What follows belongs to an exercise in optimizing a design on an open flow for small area; a production flow would make more cautious choices. The RTL was checked by simulation tests, not by an equivalence proof against the original design.

==> flow/design.v (outline; a module is shown in full before it is edited, if it fits) <==
// module fp_mul_pipeline: 1420 lines
// module fa_cell: 4 lines
// module ha_cell: 4 lines
// module bsel_cell: 4 lines
// module xnor_cell: 3 lines
// module or_cell: 3 lines
module fp_mul_pipeline (
  input  logic        clk,
  input  logic        rst_n,
  input  logic        valid_data_in,
  input  logic [31:0] in1,
  input  logic [31:0] in2,
  input  logic [2:0]  rounding_mode,
  output logic [31:0] out,
  output logic        overflow,
  output logic        underflow,
  output logic        inexact,
  output logic        invalid_operation,
  output logic        valid_data_out
);
  // ...
==> flow/flow/run.sh <==
#!/bin/bash
# Standard layout, with plain buf_1 cells as the port buffers.
export BUFFER_PORTS_ARGS="-buffer_cell sky130_fd_sc_hd__buf_1"
bash standard.sh > standard.log 2>&1
==> flow/standard.sh <==
#!/bin/bash
# synth_recipe.tcl (not shown) runs the flow's synth.tcl, then flattens the netlist and writes it again
# the make line also repeats each setting of config.mk as NAME=value (left out here)
make -C /OpenROAD-flow-scripts/flow DESIGN_CONFIG=/design/flow/config.mk WORK_HOME=/design/flow/orfs CLKGATE_MAP_FILE= SYNTH_SCRIPT=/design/flow/synth_recipe.tcl "${@:-finish}"
==> flow/config.mk <==
export PLATFORM = sky130hd
export DESIGN_NAME = fp_mul_pipeline
export DESIGN_NICKNAME = fp_mul_pipeline
export VERILOG_FILES = /design/flow/design.v
export SDC_FILE = /design/flow/constraint.sdc
export NUM_CORES = 4
export LEC_CHECK = 0
export CAP_MARGIN = 20
export CORE_MARGIN = 2
export CORE_UTILIZATION = 60
export CTS_BUF_LIST = sky130_fd_sc_hd__clkbuf_8
export PLACE_DENSITY = 0.72
export SLEW_MARGIN = 20
export SYNTH_HIERARCHICAL = 1
export SYNTH_MINIMUM_KEEP_SIZE = 0
==> flow/constraint.sdc <==
create_clock -name core_clock -period 8.0 [get_ports {clk}]
set_input_delay 1.6000 -clock core_clock [delete_from_list [all_inputs] [get_ports {clk}]]
set_output_delay 1.6000 -clock core_clock [all_outputs]
set_load 0.01 [all_outputs]
==> flow_summary.json, run 1 <==
{
  "status": "complete, no violations",
  "use_met1": 0.490,
  "fin_crit_ns": 7.55,
  "synthCells": 1769,
  "clk_latency_ns": 0.47,
  "post-route-period-util": 0.944,
  "post_cts_buffers": 0,
  "dp_hpwl_um": 42800,
  "finalSetupTns_ns": 0,
  "min_path_cells": 0,
  "async_reset_ff_frac": 0.281,
  "cpMaxStageDelayCell": "dfxtp_1",
  "fillers": 2376,
  "final_common_cell": "xnor2_1",
  "io-pin-count": 107,
  "placement.io_buffers": 106,
  "rsz0062_at_grt": "no",
  "rr_worst_depth": 20,
  "wl_met3_um": 6230,
  "clock_skew_ns": 0.0182,
  "max_freq_mhz": 132,
  "hold_violations": 0,
  "placementRows": 63,
  "cap_viol_max_count": 0,
  "drv_slew": 0,
  "cts_resized": 0,
  "slew_headroom": 0.274,
  "wl_um": 55900,
  "layout.nets": 2356
}
==> inputs of run 2 (changes only) <==
--- a/flow/design.v
+++ b/flow/design.v
@@ -24,35 +24,38 @@
   wire nan1 = x1 & ~fz1, nan2 = x2 & ~fz2;
   wire qn1 = x1 & f1[22], qn2 = x2 & f2[22];
   wire sn1 = nan1 & ~f1[22], sn2 = nan2 & ~f2[22];
   wire sel1 = qn1 | (~qn2 & sn1);           
   wire sel2 = nan2 & ~sel1;                 
   wire c5   = ~(nan1 | nan2) & ((inf1 & z2) | (z1 & inf2));
   wire isnan = nan1 | nan2 | c5;
   wire isinf = ~isnan & (inf1 | inf2);
-  wire spec  = z1 | z2 | x1 | x2;
   wire inv   = sn1 | sn2 | c5;
   wire psign = in1[31] ^ in2[31];
   wire sign_a = sel1 ? in1[31] : sel2 ? in2[31] : (psign & ~c5);
   logic [1:0] rt_a;
   always_comb begin
     case (rounding_mode)
       3'd1:    rt_a = 2'd1;
       3'd2:    rt_a = psign ? 2'd2 : 2'd1;
       3'd3:    rt_a = psign ? 2'd1 : 2'd2;
       3'd4:    rt_a = 2'd3;
       default: rt_a = 2'd0;
     endcase
   end
-  wire [8:0] esum = {1'b0, e1} + {1'b0, e2};
-  wire [8:0] es_a = spec ? {6'd0, inv, isinf, isnan} : esum;
+  wire [9:0] ex   = {2'b0, e1} + {2'b0, e2} - 10'd127;
+  wire       opsp = z1 | z2 | x1 | x2;
+  wire       ufs  = ~opsp & ex[9];
+  wire       ofs  = ~opsp & ~ex[9] & (ex[8] | &ex[7:0]);
+  wire       spec = opsp | ufs | ofs;
+  wire [7:0] es_a = spec ? {3'd0, ofs, ufs, inv & opsp, isinf & opsp, isnan & opsp} : ex[7:0];
   logic        v1;
   logic [22:0] m1r, m2r;
-  logic [8:0]  es1;
+  logic [7:0]  es1;
   logic        sg1, sp1, nk1;
   logic [1:0]  rt1;
   always_ff @(posedge clk or negedge rst_n) begin
     if (!rst_n) v1 <= 1'b0;
     else        v1 <= valid_data_in;
   end
   always_ff @(posedge clk) begin
     m1r <= f1;
@@ -1353,17 +1356,17 @@
   ha_cell u_c2061 (.a(fc1919), .b(fs1921), .s(fs2059), .co(fc2060));
   fa_cell u_c2064 (.a(fc1922), .b(fs1924), .c(na22), .s(fs2062), .co(fc2063));
   ha_cell u_c2067 (.a(fc1925), .b(hs1927), .s(fs2065), .co(fc2066));
   xnor_cell u_c2070 (.a(hc1928), .b(1'b0), .y(hs2068));
   or_cell u_c2071 (.a(hc1928), .b(1'b0), .y(hc2069));
   logic        v2;
   logic [25:0] pr2;       
   logic        sl2;       
-  logic [8:0]  es2;
+  logic [7:0]  es2;
   logic        sg2, sp2;
   logic [1:0]  rt2;
   always_ff @(posedge clk or negedge rst_n) begin
     if (!rst_n) v2 <= 1'b0;
     else        v2 <= v1;
   end
   always_ff @(posedge clk) begin
     pr2 <= prod[47:22];
@@ -1382,43 +1385,42 @@
     case (rt2)
       2'd0:    inc = g & (s | mant[0]);
       2'd1:    inc = 1'b0;
       2'd2:    inc = g | s;
       default: inc = g;
     endcase
   end
   wire [23:0] mr = {1'b0, mant} + {23'd0, inc};
-  wire [9:0]  en = {1'b0, es2} + {9'd0, p47};
-  wire        uf = (en[9:7] == 3'd0);                  
-  wire [9:0]  er = en + {9'd0, mr[23]};
-  wire        of = (er >= 10'd382);                   
-  wire [7:0]  eo = er[7:0] + 8'd129;                  
-  wire nsp   = ~sp2;
-  wire nrm   = nsp & ~uf & ~of;
-  wire snan  = sp2 & es2[0];
-  wire sinf  = sp2 & es2[1];
-  wire ovf   = nsp & ~uf & of;
-  wire ovmax = ovf & (rt2 == 2'd1);
-  wire ovinf = ovf & (rt2 != 2'd1);
-  wire [7:0]  exp_o  = nrm ? eo : ((snan | sinf | ovinf) ? 8'hFF : (ovmax ? 8'hFE : 8'h00));
+  wire [8:0]  eo = {1'b0, es2} + {7'd0, p47 & mr[23], p47 ^ mr[23]};    
+  wire        nsp  = ~sp2;
+  wire        tiny = nsp & (es2 == 8'd0) & ~p47;
+  wire        huge = nsp & (eo[8] | (&eo[7:0]));
+  wire        ufa  = tiny | (sp2 & es2[3]);
+  wire        ofa  = huge | (sp2 & es2[4]);
+  wire        nrm  = nsp & ~tiny & ~huge;
+  wire        snan = sp2 & es2[0];
+  wire        sinf = sp2 & es2[1];
+  wire        ovmax = ofa & (rt2 == 2'd1);
+  wire        ovinf = ofa & (rt2 != 2'd1);
+  wire [7:0]  exp_o  = nrm ? eo[7:0] : ((snan | sinf | ovinf) ? 8'hFF : (ovmax ? 8'hFE : 8'h00));
   wire [22:0] mant_o = ((nrm | snan) ? mr[22:0] : {23{ovmax}}) | {snan, 22'd0};
   always_ff @(posedge clk or negedge rst_n) begin
     if (!rst_n) begin
       out               <= 32'd0;
       overflow          <= 1'b0;
       underflow         <= 1'b0;
       inexact           <= 1'b0;
       invalid_operation <= 1'b0;
       valid_data_out    <= 1'b0;
     end else begin
       out               <= {sg2, exp_o, mant_o};
-      overflow          <= v2 & ovf;
-      underflow         <= v2 & nsp & uf;
-      inexact           <= v2 & nsp & (uf | of | g | s);
+      overflow          <= v2 & ofa;
+      underflow         <= v2 & ufa;
+      inexact           <= v2 & (ufa | ofa | (nsp & (g | s)));
       invalid_operation <= v2 & sp2 & es2[2];
       valid_data_out    <= v2;
     end
   end
 endmodule
 module fa_cell (input logic a, input logic b, input logic c, output logic s, output logic co);
   assign s  = a ^ b ^ c;
   assign co = (a & b) | (a & c) | (b & c);
==> flow/flow/run.sh (replaced) <==
#!/bin/bash
# Standard layout, with plain buf_1 cells as the port buffers, no dummy clock loads, and
# power recovery (downsizing gates off the critical paths) after global routing.
export BUFFER_PORTS_ARGS="-buffer_cell sky130_fd_sc_hd__buf_1"
export CTS_ARGS="-sink_clustering_enable -repair_clock_nets -buf_list sky130_fd_sc_hd__clkbuf_8 -dont_use_dummy_load"
export RECOVER_POWER=100
bash standard.sh > standard.log 2>&1
==> flow/config.mk (replaced) <==
export PLATFORM = sky130hd
export DESIGN_NAME = fp_mul_pipeline
export DESIGN_NICKNAME = fp_mul_pipeline
export VERILOG_FILES = /design/flow/design.v
export SDC_FILE = /design/flow/constraint.sdc
export NUM_CORES = 4
export LEC_CHECK = 0
export CAP_MARGIN = 5
export CORE_MARGIN = 2
export CORE_UTILIZATION = 60
export CTS_BUF_LIST = sky130_fd_sc_hd__clkbuf_8
export GPL_TIMING_DRIVEN = 0
export PLACE_DENSITY = 0.72
export SLEW_MARGIN = 5
export SYNTH_HIERARCHICAL = 1
export SYNTH_MINIMUM_KEEP_SIZE = 0
==> flow_summary.json, run 2 <==
{
  "status": "failed layout checks",
  "so_faults": "max-capacitance violations, max-slew violations",
  "slew_headroom": -0.351,
  "first_iter_violations": 1984,
  "cap_viol_max_count": 1,
  "clk_latency_ns": 0.45,
  "required_ns": 8.32,
  "dp_hpwl_um": 38500,
  "num_antenna_cells": 0,
  "fp.coreArea_um2": 29500,
  "htree_num_levels": 4,
  "max_freq_mhz": 129,
  "die_w_um": 176,
  "wl_um": 53300,
  "grt_usage": 0.347,
  "fillers": 2319,
  "ys_seq_elements": 137,
  "area_growth_pct": 10.7,
  "setup_viol": 0,
  "critPathCaptureType": "flip-flop",
  "use_met1": 0.447,
  "largestRegisters": "out (32), pr2 (26)",
  "min_to": "es2[3]",
  "synth_edf_count": 0,
  "cts_buffers": 17,
  "worst_hold_slack_ns": 0.315,
  "cp-start-kind": "flip-flop",
  "largest_register": "out",
  "stdcell_area_um2": 19700,
  "post-route-period-util": 0.972,
  "min_path_cells": 0,
  "yosys-top-cells-count": "347 x xnor2_1, 277 x fa_1, 267 x o22ai_1",
  "tightestPinTransition_ns": 2.03,
  "grt_antenna_before_repair": 0,
  "grt_max_degree": 40,
  "r2r-end": "pr2[22]",
  "clock_skew_ns": 0.0476,
  "met2_usage": 0.545,
  "clock_sinks": 137,
  "cts_buffer_depth": 2,
  "viasPerCell": 6.62,
  "multi_input_area_um2": 14800,
  "critical_path.startpoint": "m2r[3]",
  "rsz0062_at_grt": "no",
  "yosysWarnings": 7,
  "grt_pass1_vias": 15825,
  "synth_flop_cell": "dfxtp_1",
  "grt_overflow_total": 0,
  "worstPathArrival_ns": 8.10,
  "largest_register_ffs": 32,
  "final_common_cell": "xnor2_1",
  "cp_max_fo": 13,
  "synthCells": 1764,
  "cts.clk_slew.worst_paths_ns": 0.08,
  "dieArea_um2": 31100,
  "drc_errors": 0,
  "avgSynthCellArea_um2": 10.1,
  "synth_top_area_share": 0.311,
  "die_h_um": 176,
  "rrSetupSlack_ns": 0.22,
  "grt_pass1_wl_um": 83700,
  "cts_tree": "yes",
  "layout.area.seq_um2": 2980,
  "synth_area_leaders": "fa_1 31%, xnor2_1 17%, dfxtp_1 11%",
  "ant_nets": 0,
  "dr.pass1.iters": 6,
  "layout.nets": 2348,
  "postPlaceCellArea_um2": 19100,
  "ys_types": 68,
  "grtUsageMet3": 0.0919,
  "r2r_start": "m2r[3]",
  "rr_worst_depth": 22,
  "placement.io_buffers": 106,
  "hold_buffers": 0,
  "path_class": "reg2reg",
  "layout_common_cells": "337 x xnor2_1, 277 x fa_1, 267 x o22ai_1",
  "finalSetupTns_ns": 0,
  "hold_violations": 0,
  "post_drt_wl_per_cell_um": 23.1,
  "initial_utilization": 0.605,
  "syn-cell-area_um2": 17800,
  "async_reset_ff_frac": 0.285,
  "drive_gt1_frac": 0.0692,
  "gp_congestion": 0.975,
  "vias": 15304,
  "drv_slew": 40,
  "grt.busiest_layer": "met2",
  "fin_crit_ns": 7.78,
  "placementRows": 63,
  "io-pin-count": 107,
  "ys_seq_area_frac": 0.165,
  "root_buffer": "clkbuf_8",
  "yosys.area.top_type": "fa_1",
  "hp-start": "es1[3]",
  "hold_class": "reg2reg",
  "yosysMostFrequentCell": "xnor2_1"
}
[run 2: worst max path at each step]
stage / to / slack, ns / cells past startpoint
2_1_floorplan: pr2[25] / 0.07 / 22
3_3_place_gp: pr2[25] / -2.33 / 22
3_5_place_dp: pr2[25] / -1.56 / 23
4_1_cts: pr2[25] / 0.0008 / 20
5_1_grt: pr2[25] / 0.008 / 24
6_report: pr2[22] / 0.22 / 22
[run 2: logic make-up after synthesis]
family	synth area share
AND/OR/NAND/NOR	0.101
XOR/XNOR	0.184
flip-flops	0.165
AO/OA/AOI/OAI	0.154
buffers and inverters	0.0209
multiplexers	0.00870
adder cells (fa/ha/maj)	0.366
other	0.000210
[run 2: metal layers]
metal	wire, µm	share of wire
met1	19800	0.37
met2	24500	0.46
met3	6690	0.13
met4	2340	0.044
met5	0	0
[run 2: cell type report]
type	instances	area share
Multi-Input combinational cell	1536	0.750
Timing Repair Buffer	134	0.0412
Timing Repair inverter	1	0.000254
Clock buffer	17	0.0119
Buffer	33	0.00811
Sequential cell	137	0.151
Inverter	63	0.0126
Tap cell	390	0.0247
[run 2: metrics by stage]
| step | util | instances | worst slack (ns) |
|---|---|---|---|
| 3_5_place_dp | 0.649 | 2283 | -1.56 |
| 6_report | 0.670 | 2311 | 0.224 |
| 5_1_grt | 0.670 | 2311 | 0.00775 |
| 3_3_place_gp | 0.635 | 2264 | -2.33 |
| 2_1_floorplan | - | 1768 | 0.0677 |
| 4_1_cts | 0.663 | 2306 | 0.000786 |
[run 2: critical path: stages, from the launching register on]
cell	delay (ns)
dfxtp_4	0.54
clkbuf_4	0.34
inv_1	0.13
and3_1	0.28
a21oi_2	0.60
o22ai_1	0.17
xnor2_1	0.19
xnor2_1	0.33
fa_1	0.48
fa_1	0.46
fa_1	0.54
fa_1	0.42
ha_1	0.36
a21oi_1	0.27
o21ai_1	0.11
a221o_1	0.45
a21oi_1	0.38
a31oi_2	0.19
a221o_1	0.42
a41oi_1	0.32
nand2b_1	0.12
fa_1	0.49
inv_1	0.04
[run 2: Yosys stat by module, one instance, submodules excluded]
module | copies in the design | area [µm²] | cells | flip-flops and latches
fa_cell | 252 | 20.0 | 1 | 0
bsel_cell | 264 | 6.26 | 1 | 0
xnor_cell | 277 | 8.76 | 1 | 0
fp_mul_pipeline | 1 | 8360 | 926 | 137
ha_cell | 11 | 12.5 | 1 | 0
or_cell | 34 | 6.26 | 1 | 0
[run 2: what timing repair did]
item / CTS / global route
buffers inserted: 5 / 4
pin swaps: 1 / 0
endpoints found under the hold margin: 0 / 0
cloned: 1 / 1
endpoints found under the setup margin: 25 / 4
gates resized for setup: 45 / 36
==> inputs of run 3 (changes only) <==
==> flow/flow/run.sh (replaced) <==
#!/bin/bash
# Standard layout, with plain buf_1 cells as the port buffers and no dummy clock loads.
export BUFFER_PORTS_ARGS="-buffer_cell sky130_fd_sc_hd__buf_1"
export CTS_ARGS="-sink_clustering_enable -repair_clock_nets -buf_list sky130_fd_sc_hd__clkbuf_8 -dont_use_dummy_load"
bash standard.sh > standard.log 2>&1
--- a/flow/config.mk
+++ b/flow/config.mk
@@ -9,7 +9,6 @@
 export CORE_MARGIN = 2
 export CORE_UTILIZATION = 60
 export CTS_BUF_LIST = sky130_fd_sc_hd__clkbuf_8
-export GPL_TIMING_DRIVEN = 0
 export PLACE_DENSITY = 0.72
 export SLEW_MARGIN = 5
 export SYNTH_HIERARCHICAL = 1
==> flow_summary.json, run 3 <==
{
  "status": "complete, no violations",
  "fillers": 2426,
  "largest_register": "out",
  "layout_common_cells": "339 x xnor2_1, 277 x fa_1, 267 x o22ai_1",
  "placement.io_buffers": 106,
  "cts_buffers": 17,
  "gp_congestion": 1.00,
  "required_ns": 8.34,
  "hold_buffers": 0,
  "grt_pass1_vias": 15529,
  "viasPerCell": 6.55,
  "yosysWarnings": 7,
  "synth_fa_ha_area_frac": 0.366,
  "die_h_um": 176,
  "hold_violations": 0,
  "ys_seq_elements": 137,
  "drc_errors": 0,
  "critical_path.startpoint": "m2r[3]",
  "clock_skew_ns": 0.0343,
  "max_freq_mhz": 136,
  "grt_max_degree": 40,
  "use_met1": 0.518,
  "worst_hold_slack_ns": 0.314,
  "ys_types": 68,
  "drv_slew": 0,
  "cp-start-kind": "flip-flop",
  "grt_usage": 0.365,
  "avgSynthCellArea_um2": 10.1,
  "finalSetupTns_ns": 0,
  "wl_um": 55400,
  "rsz0062_at_grt": "no",
  "critPathCaptureType": "flip-flop",
  "ys_seq_area_frac": 0.165,
  "dp_hpwl_um": 40900,
  "clk_latency_ns": 0.44,
  "area_growth_pct": 9.02,
  "path_class": "reg2reg",
  "first_iter_violations": 2045,
  "yosysMostFrequentCell": "xnor2_1",
  "yosys-top-cells-count": "347 x xnor2_1, 277 x fa_1, 267 x o22ai_1",
  "grt_antenna_before_repair": 0,
  "num_antenna_cells": 0,
  "synth_top_area_share": 0.311,
  "vias": 15180,
  "grtUsageMet3": 0.118,
  "grt.busiest_layer": "met2",
  "setup_viol": 0,
  "post_cts_buffers": 0,
  "synthXorXnorAreaFrac": 0.184,
  "synth_compound_area_frac": 0.154,
  "initial_utilization": 0.605,
  "dr.pass1.iters": 6,
  "synthCells": 1764,
  "die_w_um": 176,
  "synth_flop_cell": "dfxtp_1",
  "drive_gt1_frac": 0.0622,
  "cts_resized": 0,
  "io-pin-count": 107,
  "cts.clk_slew.worst_paths_ns": 0.08,
  "r2r-end": "pr2[25]",
  "grt_overflow_total": 0,
  "tightestPinTransition_ns": 1.12,
  "worstPathArrival_ns": 7.71,
  "post_drt_wl_per_cell_um": 23.9,
  "cp_max_fo": 31,
  "cap_viol_max_count": 0,
  "met2_usage": 0.531,
  "synth_edf_count": 0,
  "synthMuxAreaShare": 0.00870,
  "yosys.area.top_type": "fa_1",
  "grt_pass1_wl_um": 86700,
  "r2r_start": "m2r[3]",
  "critPathCapture": "pr2[25]",
  "dieArea_um2": 31100,
  "cts_tree": "yes",
  "slew_headroom": 0.248,
  "clock_sinks": 137,
  "fp.coreArea_um2": 29500,
  "synth_top_family_by_area": "adder cells",
  "htree_num_levels": 4,
  "fin_crit_ns": 7.36,
  "layout.nets": 2356,
  "root_buffer": "clkbuf_8",
  "cts_buffer_depth": 2,
  "async_reset_ff_frac": 0.285,
  "synth_area_leaders": "fa_1 31%, xnor2_1 17%, dfxtp_1 11%",
  "ant_nets": 0,
  "post-route-period-util": 0.921,
  "synthSimpleGateAreaFrac": 0.101,
  "largest_register_ffs": 32,
  "syn-cell-area_um2": 17800,
  "hold_class": "reg2reg",
  "placementRows": 63,
  "largestRegisters": "out (32), pr2 (26)",
  "rr_worst_depth": 22,
  "rrSetupSlack_ns": 0.64,
  "hp-start": "es1[3]",
  "final_common_cell": "xnor2_1"
}
-- run 3: cell counts after synthesis --
No cell type changed its count.
-- run 3: worst min-delay path by stage --
| stage | endpoint | slack, ns | cells after the start |
|---|---|---|---|
| detailed placement | es2[4] | 0.31 | 0 |
| floorplan | es2[0] | 0.31 | 0 |
| global placement | es2[5] | 0.31 | 0 |
| global route | es2[3] | 0.32 | 0 |
| finish | es2[3] | 0.31 | 0 |
| CTS | es2[3] | 0.32 | 0 |
-- run 3: cell type report --
class / instances / area (µm²) / share of cell area
Multi-Input combinational cell: 1535 / 14600 / 0.751
Sequential cell: 137 / 2950 / 0.152
Timing Repair Buffer: 177 / 932 / 0.0480
Tap cell: 390 / 488 / 0.0251
Inverter: 63 / 236 / 0.0122
Clock buffer: 17 / 234 / 0.0120
-- run 3: cell families after synthesis --
family,after synthesis
adder cells (fa/ha/maj),355
AND/OR/NAND/NOR,340
XOR/XNOR,375
buffers and inverters,96
other,1
AO/OA/AOI/OAI,445
multiplexers,15
flip-flops,137
-- run 3: per-module statistics from Yosys (local to each module, per instance) --
module           cells  flops+latches  copies in the design  area [µm²]
fp_mul_pipeline    926            137                     1        8360
fa_cell              1              0                   252        20.0
xnor_cell            1              0                   277        8.76
or_cell              1              0                    34        6.26
bsel_cell            1              0                   264        6.26
ha_cell              1              0                    11        12.5
-- run 3: routing by layer --
metal | wire, µm | share of wire | up-vias
met5 | 0 | 0 | -
met4 | 2050 | 0.037 | 0
met3 | 7560 | 0.14 | 181
met2 | 23300 | 0.42 | 1031
met1 | 22600 | 0.41 | 7395
li1 | - | - | 6573
-- run 3: critical path: stages, from the launching register on --
cell,delay [ns]
dfxtp_2,0.33
buf_4,0.44
nor2_1,0.13
a21oi_1,0.21
buf_4,0.33
o22ai_1,0.14
xnor2_1,0.21
fa_1,0.48
fa_1,0.49
fa_1,0.57
fa_1,0.46
fa_1,0.49
ha_1,0.36
nand4_1,0.21
nor4_1,0.31
o2111ai_1,0.25
a31oi_1,0.44
a221o_1,0.27
a41oi_1,0.16
a211o_1,0.29
fa_1,0.38
xnor2_1,0.19
xnor2_1,0.13
-- run 3: per-stage QoR --
| stage | util | cells | cell area, µm² | setup WS, ns |
|---|---|---|---|---|
| floorplan | - | 1768 | 17800 | 0.0677 |
| global placement | 0.651 | 2302 | 19200 | 0.880 |
| detailed placement | 0.651 | 2302 | 19200 | 0.788 |
| CTS | 0.659 | 2319 | 19400 | 0.747 |
| global route | 0.659 | 2319 | 19400 | 0.213 |
| finish | 0.659 | 2319 | 19400 | 0.635 |

-- what the ideal ports hide --
In the flow no input, the clock included, has a driving cell. The finished layouts below were timed again as built, in two steps. Step 1 (the two cells are an assumption about what drives the block):
set clk [get_ports {clk}]
set_driving_cell -lib_cell sky130_fd_sc_hd__clkbuf_16 $clk
set_driving_cell -lib_cell sky130_fd_sc_hd__buf_2 [delete_from_list [all_inputs] $clk]
Step 2, shift: input delay + t, output delay - t, t = (earliest + latest rising clock arrival at the registers) / 2. This alone moves slack from input paths to output paths. a / b / c = ideal / step 1 / step 2; a / b = the first two.
run | t, ns | slack for setup (ns) | worst slew at a driven data input, ns
run 1 | 0.498 | 0.451 / 0.451 / 0.451 | 0.06
run 2 | 0.463 | 0.224 / 0.224 / 0.224 | 0.04
run 3 | 0.472 | 0.635 / 0.635 / 0.635 | 0.04
